This design comes from an exercise in tuning for small area, a short achievable clock period and few clock cycles per item on the open sky130 flow, not from production work. Function was checked by simulation only, so behaviour that the tests miss may differ from the original.

==> inputs of v39 <==
==> flow/design.v <==
`default_nettype none
package q16alu_pkg;
	localparam int DATA_W = 32;
	localparam int CMD_W  = 3;
	localparam int DIV_BPS = 2;	 
	typedef enum logic [CMD_W-1:0] {
		CMD_MUL   = 3'd0,
		CMD_DIV   = 3'd1,
		CMD_SIGN  = 3'd2,
		CMD_FLOOR = 3'd3,
		CMD_CEIL  = 3'd4,
		CMD_ROUND = 3'd5,
		CMD_ABS   = 3'd6
	} cmd_t;
endpackage
`default_nettype wire
`default_nettype none
module q16_16_fixed_point_alu #(
	parameter int FRAC_BITS = 16
) (
	input  wire logic                            clk,
	input  wire logic                            arst_n,
	input  wire logic                            in_valid,
	output logic                                 in_ready,
	input  wire logic [q16alu_pkg::CMD_W-1:0]    cmd,
	input  wire logic signed [q16alu_pkg::DATA_W-1:0] operand_a,
	input  wire logic signed [q16alu_pkg::DATA_W-1:0] operand_b,
	output logic                                 out_valid,
	input  wire logic                            out_ready,
	output logic signed [q16alu_pkg::DATA_W-1:0] result,
	output logic                                 divide_by_zero
);
	localparam logic [2:0] CMD_MUL   = 3'd0;
	localparam logic [2:0] CMD_DIV   = 3'd1;
	localparam logic [2:0] CMD_SIGN  = 3'd2;
	localparam logic [2:0] CMD_FLOOR = 3'd3;
	localparam logic [2:0] CMD_CEIL  = 3'd4;
	localparam logic [2:0] CMD_ROUND = 3'd5;
	localparam logic [2:0] CMD_ABS   = 3'd6;
	logic        s_pre, s_div, s_fin, s_mul;	 
	logic [5:0]  cnt;
	logic        neg;
	logic        c_one, c_two, c_neg;	 
	logic [33:0] R;
	logic [31:0] Q, D;
	logic        dz, ov;
	logic [33:0] X, Y, S;
	logic        sub, bit_in;
	logic [33:0] dsx;
	assign bit_in = !cnt[5] && Q[31];
	assign dsx    = {{2{D[31]}}, D};
	assign S      = X + (Y ^ {34{sub}}) + {33'd0, sub};
	logic x_div, x_sh, x_r, y_q, y_d, y_2d;
	always_comb begin
		x_div = s_div;
		x_sh  = s_mul && cnt <= 6'd8;
		x_r   = !(s_div || x_sh || s_fin);
		X = ({34{x_div}} & {R[32:0], bit_in})
		  | ({34{x_sh}}  & {{2{R[33]}}, R[33:2]})
		  | ({34{x_r}}   & R);
		y_q  = s_pre || s_fin;
		y_d  = s_div || (s_mul && c_one);
		y_2d = s_mul && c_two;
		Y = ({34{y_q}}  & {2'b0, Q})
		  | ({34{y_d}}  & dsx)
		  | ({34{y_2d}} & {dsx[32:0], 1'b0});
		sub = (s_pre && Q[31]) || (s_fin && neg) || (s_div && (!R[33] ^ D[31])) || (s_mul && c_neg);
	end
	logic [15:0] fr, inc;
	logic        a_zero, b_zero, fr_nz, up, triv, dz_in;
	logic [31:0] tv;
	always_comb begin
		fr     = operand_a[15:0];
		inc    = operand_a[31:16] + 16'd1;
		a_zero = operand_a == '0;
		b_zero = operand_b == '0;
		fr_nz  = fr != '0;
		up     = fr[15] && (!operand_a[31] || fr[14:0] != '0);
		dz_in  = (cmd == CMD_DIV) && b_zero;
		triv   = !(cmd == CMD_ABS || (cmd[2:1] == 2'b00 && !a_zero && !b_zero));
		case (cmd)
			CMD_SIGN:  tv = a_zero ? '0 : (operand_a[31] ? '1 : 32'd1);
			CMD_FLOOR: tv = {operand_a[31:16], 16'd0};
			CMD_CEIL:  tv = fr_nz ? {inc, 16'd0} : operand_a;
			CMD_ROUND: tv = up ? {inc, 16'd0} : {operand_a[31:16], 16'd0};
			default:   tv = '0;
		endcase
	end
	function automatic logic [2:0] booth(input logic [2:0] b);	 
		case (b)
			3'b001, 3'b010: booth = 3'b100;
			3'b101, 3'b110: booth = 3'b101;
			3'b011:         booth = 3'b010;
			3'b100:         booth = 3'b011;
			default:        booth = {2'b00, b[2]};
		endcase
	endfunction
	logic [31:0] xb, tb, tbs;
	logic        skip;
	always_comb begin
		xb = D ^ {32{D[31]}};
		tb[31] = xb[31];
		for (int i = 30; i >= 0; i--)
			tb[i] = tb[i+1] | xb[i];
		tbs = {9'd0, tb[31:9]};
		skip = tb[9] && !R[33] && (R[31:0] & ~tbs) == '0 && (cnt <= 6'd24 || (cnt >= 6'd32 && cnt <= 6'd40));
	end
	logic take, mlast, dlast, done;
	assign in_ready = !(s_pre || s_div || s_fin || s_mul) && (!ov || out_ready);
	assign take     = in_valid && in_ready;
	assign mlast    = (cnt == 6'd15) || (cnt[3] && (Q[31:1] == '0 || Q[31:1] == '1));
	assign dlast    = skip ? cnt == 6'd40 : cnt == 6'd47;
	assign done     = s_fin || (s_mul && mlast);
	always_ff @(posedge clk or negedge arst_n) begin
		if (!arst_n) begin
			s_pre <= 1'b0;
			s_div <= 1'b0;
			s_fin <= 1'b0;
			s_mul <= 1'b0;
			ov    <= 1'b0;
		end else begin
			if (ov && out_ready)
				ov <= 1'b0;
			if (done) begin
				ov    <= 1'b1;
				s_fin <= 1'b0;
				s_mul <= 1'b0;
			end
			if (s_pre) begin
				s_pre <= 1'b0;
				s_div <= 1'b1;
			end
			if (s_div && dlast) begin
				s_div <= 1'b0;
				s_fin <= 1'b1;
			end
			if (take) begin
				if (triv)
					ov <= 1'b1;
				else if (cmd == CMD_ABS)
					s_fin <= 1'b1;
				else if (cmd[0] && operand_a[31])
					s_pre <= 1'b1;
				else if (cmd[0])
					s_div <= 1'b1;
				else
					s_mul <= 1'b1;
			end
		end
	end
	logic        d_sk8, d_one, m_one, r_en, q_en;
	logic [33:0] r_n;
	logic [31:0] q_n;
	logic [7:0]  nb8;
	always_comb begin
		d_sk8 = s_div && skip;
		d_one = s_div && !skip;
		m_one = s_mul;
		nb8 = cnt[5] ? 8'd0 : Q[31:24];
		r_n = ({34{take}} & {2'b0, tv})
		    | ({34{d_one || m_one || s_fin}} & S)
		    | ({34{d_sk8}} & {2'b0, R[23:0], nb8});
		r_en = take || s_div || m_one || s_fin;
		q_n = ({32{take}} & operand_a)
		    | ({32{s_pre}} & S[31:0])
		    | ({32{d_one}} & {Q[30:0], !S[33]})
		    | ({32{d_sk8}} & {Q[23:0], 8'd0})
		    | ({32{m_one}} & {{2{Q[31]}}, Q[31:2]});
		q_en = take || s_pre || s_div || s_mul;
	end
	always_ff @(posedge clk) begin
		if (r_en)
			R <= r_n;
		if (q_en)
			Q <= q_n;
		if (s_div)
			cnt <= cnt + (skip ? 6'd8 : 6'd1);
		if (s_mul) begin
			{c_one, c_two, c_neg} <= booth(Q[3:1]);
			if (cnt[3])
				D <= {D[29:0], 2'b0};
			cnt <= cnt + 6'd1;
		end
		if (take) begin
			neg  <= operand_a[31] ^ (operand_b[31] && cmd != CMD_ABS);
			D    <= operand_b;
			dz   <= dz_in;
			cnt  <= 6'd0;
			{c_one, c_two, c_neg} <= booth({operand_a[1:0], 1'b0});
		end
	end
	assign out_valid      = ov;
	assign result         = R[31:0];
	assign divide_by_zero = dz;
endmodule
`default_nettype wire
==> flow/flow/run.sh <==
#!/bin/bash
set -euo pipefail
bash standard.sh SETUP_SLACK_MARGIN=5.5 finish > flow_make.log 2>&1
==> flow/standard.sh <==
#!/bin/bash
# synth_recipe.tcl (not shown) runs the flow's synth.tcl, then flattens the netlist and writes it again
# the make line also repeats each setting of config.mk as NAME=value (left out here)
make -C /OpenROAD-flow-scripts/flow DESIGN_CONFIG=/design/flow/config.mk WORK_HOME=/design/flow/orfs CLKGATE_MAP_FILE= SYNTH_SCRIPT=/design/flow/synth_recipe.tcl "${@:-finish}"
==> flow/config.mk <==
export PLATFORM = sky130hd
export DESIGN_NAME = q16_16_fixed_point_alu
export DESIGN_NICKNAME = q16_16_fixed_point_alu
export VERILOG_FILES = /design/flow/design.v
export SDC_FILE = /design/flow/constraint.sdc
export NUM_CORES = 4
export LEC_CHECK = 0
export CAP_MARGIN = 20
export CORE_MARGIN = 2
export CORE_UTILIZATION = 40
export SETUP_SLACK_MARGIN = 5
export SLEW_MARGIN = 20
==> flow/constraint.sdc <==
create_clock -name core_clock -period 10.0 [get_ports {clk}]
set_input_delay 2.0000 -clock core_clock [delete_from_list [all_inputs] [get_ports {clk}]]
set_output_delay 2.0000 -clock core_clock [all_outputs]
set_load 0.01 [all_outputs]
==> v25: changes against v39 <==
--- a/flow/design.v
+++ b/flow/design.v
@@ -40,5 +40,5 @@
 	logic        s_pre, s_div, s_fin, s_mul;	 
 	logic [5:0]  cnt;
-	logic        neg;
+	logic        neg, bneg, mjump;
 	logic        c_one, c_two, c_neg;	 
 	logic [33:0] R;
@@ -51,24 +51,34 @@
 	assign dsx    = {{2{D[31]}}, D};
 	assign S      = X + (Y ^ {34{sub}}) + {33'd0, sub};
-	logic x_div, x_sh, x_r, y_q, y_d, y_2d;
-	always_comb begin
-		x_div = s_div;
-		x_sh  = s_mul && cnt <= 6'd8;
-		x_r   = !(s_div || x_sh || s_fin);
-		X = ({34{x_div}} & {R[32:0], bit_in})
-		  | ({34{x_sh}}  & {{2{R[33]}}, R[33:2]})
-		  | ({34{x_r}}   & R);
-		y_q  = s_pre || s_fin;
-		y_d  = s_div || (s_mul && c_one);
-		y_2d = s_mul && c_two;
-		Y = ({34{y_q}}  & {2'b0, Q})
-		  | ({34{y_d}}  & dsx)
-		  | ({34{y_2d}} & {dsx[32:0], 1'b0});
-		sub = (s_pre && Q[31]) || (s_fin && neg) || (s_div && (!R[33] ^ D[31])) || (s_mul && c_neg);
+	always_comb begin
+		if (s_div)
+			X = {R[32:0], bit_in};
+		else if (s_mul && cnt <= 6'd8)
+			X = {{2{R[33]}}, R[33:2]};
+		else if (s_fin)
+			X = '0;
+		else
+			X = R;
+		if (s_fin || s_pre) begin
+			Y = {2'b0, Q}; sub = s_pre ? Q[31] : neg;
+		end else if (s_div) begin
+			Y = dsx; sub = !R[33] ^ bneg;
+		end else begin
+			Y = ({34{c_one}} & dsx) | ({34{c_two}} & {dsx[32:0], 1'b0});
+			sub = c_neg;
+		end
 	end
 	logic [15:0] fr, inc;
-	logic        a_zero, b_zero, fr_nz, up, triv, dz_in;
+	logic [31:0] am;
+	logic        lo;
+	logic        a_zero, b_zero, fr_nz, up, triv, dz_in, mskip;
 	logic [31:0] tv;
 	always_comb begin
+		am[0] = operand_a[0];
+		lo    = operand_a[0];
+		for (int i = 1; i < 32; i++) begin
+			am[i] = operand_a[i] ^ (operand_a[31] && lo);
+			lo    = lo | operand_a[i];
+		end
 		fr     = operand_a[15:0];
 		inc    = operand_a[31:16] + 16'd1;
@@ -78,5 +88,6 @@
 		up     = fr[15] && (!operand_a[31] || fr[14:0] != '0);
 		dz_in  = (cmd == CMD_DIV) && b_zero;
-		triv   = !(cmd == CMD_ABS || (cmd[2:1] == 2'b00 && !a_zero && !b_zero));
+		triv   = !(cmd[2:1] == 2'b00 && !a_zero && !b_zero);
+		mskip  = !fr_nz;
 		case (cmd)
 			CMD_SIGN:  tv = a_zero ? '0 : (operand_a[31] ? '1 : 32'd1);
@@ -84,4 +95,5 @@
 			CMD_CEIL:  tv = fr_nz ? {inc, 16'd0} : operand_a;
 			CMD_ROUND: tv = up ? {inc, 16'd0} : {operand_a[31:16], 16'd0};
+			CMD_ABS:   tv = am;
 			default:   tv = '0;
 		endcase
@@ -109,5 +121,5 @@
 	assign in_ready = !(s_pre || s_div || s_fin || s_mul) && (!ov || out_ready);
 	assign take     = in_valid && in_ready;
-	assign mlast    = (cnt == 6'd15) || (cnt[3] && (Q[31:1] == '0 || Q[31:1] == '1));
+	assign mlast    = !mjump && (cnt == 6'd15) || (cnt[3] && (Q[31:1] == '0 || Q[31:1] == '1));
 	assign dlast    = skip ? cnt == 6'd40 : cnt == 6'd47;
 	assign done     = s_fin || (s_mul && mlast);
@@ -138,10 +150,6 @@
 				if (triv)
 					ov <= 1'b1;
-				else if (cmd == CMD_ABS)
-					s_fin <= 1'b1;
-				else if (cmd[0] && operand_a[31])
+				else if (cmd[0])
 					s_pre <= 1'b1;
-				else if (cmd[0])
-					s_div <= 1'b1;
 				else
 					s_mul <= 1'b1;
@@ -149,5 +157,5 @@
 		end
 	end
-	logic        d_sk8, d_one, m_one, r_en, q_en;
+	logic        d_sk8, d_one, m_jmp, m_one, r_en, q_en;
 	logic [33:0] r_n;
 	logic [31:0] q_n;
@@ -156,5 +164,6 @@
 		d_sk8 = s_div && skip;
 		d_one = s_div && !skip;
-		m_one = s_mul;
+		m_jmp = s_mul && mjump;
+		m_one = s_mul && !mjump;
 		nb8 = cnt[5] ? 8'd0 : Q[31:24];
 		r_n = ({34{take}} & {2'b0, tv})
@@ -166,4 +175,5 @@
 		    | ({32{d_one}} & {Q[30:0], !S[33]})
 		    | ({32{d_sk8}} & {Q[23:0], 8'd0})
+		    | ({32{m_jmp}} & {{16{Q[31]}}, Q[31:16]})
 		    | ({32{m_one}} & {{2{Q[31]}}, Q[31:2]});
 		q_en = take || s_pre || s_div || s_mul;
@@ -177,14 +187,22 @@
 			cnt <= cnt + (skip ? 6'd8 : 6'd1);
 		if (s_mul) begin
-			{c_one, c_two, c_neg} <= booth(Q[3:1]);
-			if (cnt[3])
-				D <= {D[29:0], 2'b0};
-			cnt <= cnt + 6'd1;
+			if (mjump) begin
+				{c_one, c_two, c_neg} <= booth(Q[17:15]);
+				cnt <= 6'd8;
+			end else begin
+				{c_one, c_two, c_neg} <= booth(Q[3:1]);
+				if (cnt[3])
+					D <= {D[29:0], 2'b0};
+				cnt <= cnt + 6'd1;
+			end
+			mjump <= 1'b0;
 		end
 		if (take) begin
-			neg  <= operand_a[31] ^ (operand_b[31] && cmd != CMD_ABS);
+			neg  <= operand_a[31] ^ operand_b[31];
+			bneg <= operand_b[31];
 			D    <= operand_b;
 			dz   <= dz_in;
 			cnt  <= 6'd0;
+			mjump <= mskip;
 			{c_one, c_two, c_neg} <= booth({operand_a[1:0], 1'b0});
 		end
==> summary.md <==
• **Post-Route Utilization** 48.26%
• **result of the run** complete, no violations
• **mux cell area share after synthesis** 4.251%
• **compound-cell area share of the yosys netlist** 27.43%
• **antenna violations before repair** 2
• **register clock-pin slew on the reported worst setup and hold paths** 0.06 ns
• **# placed instances** 1863
• **gate count of the mapped netlist** 1493
• **maximum number of pins on one net before global-route repair** 91
• **buffers inserted by post-CTS timing repair** 15
• **RR Endpoint** R[12]
• **post-DP HPWL** 35910 um
• **critical path depth** 4
(the above is from v25)
==> summary.md <==
• **result of the run** complete, no violations
• **RR Endpoint** R[26]
• **register clock-pin slew on the reported worst setup and hold paths** 0.07 ns
• **gate count of the mapped netlist** 1255
• **antenna violations before repair** 0
• **# placed instances** 1596
• **maximum number of pins on one net before global-route repair** 83
• **compound-cell area share of the yosys netlist** 27.14%
(the above is from v39)
Testbench counts of v39, summed over its fixed seeds: cycles 147,640, items 24,000.
Testbench counts of v25, summed over its fixed seeds: cycles 143,300, items 24,000.

## port drivers added, routing unchanged
The results above use ideal ports. As a check the final layouts listed here were re-extracted and re-timed, cells and wires unchanged. Step 1 assumes that a clkbuf_16 drives the clock port and a buf_2 every other input. Step 2 adds t to the input delays and takes it off the output delays; t is the mean of the earliest and latest rising clock arrival at the registers after step 1. Input paths then give back, and output paths get back, about the clock's delay inside the block. Slacks: no drivers / after step 1 / after step 2; pairs: no drivers / after step 1.
| run | t, ns | slack for setup (ns) | clock arrival spread, ns |
|---|---|---|---|
| v39 | 0.480 | 5.473 / 5.435 / 5.188 | 0.014 / 0.014 |
| v25 | 0.472 | 5.511 / 5.481 / 5.138 | 0.017 / 0.017 |
After both steps setup and hold are still met in every run listed. For v25, which loses most, drivers alone change the setup slack by -0.030 ns; drivers and shift together by -0.373 ns.
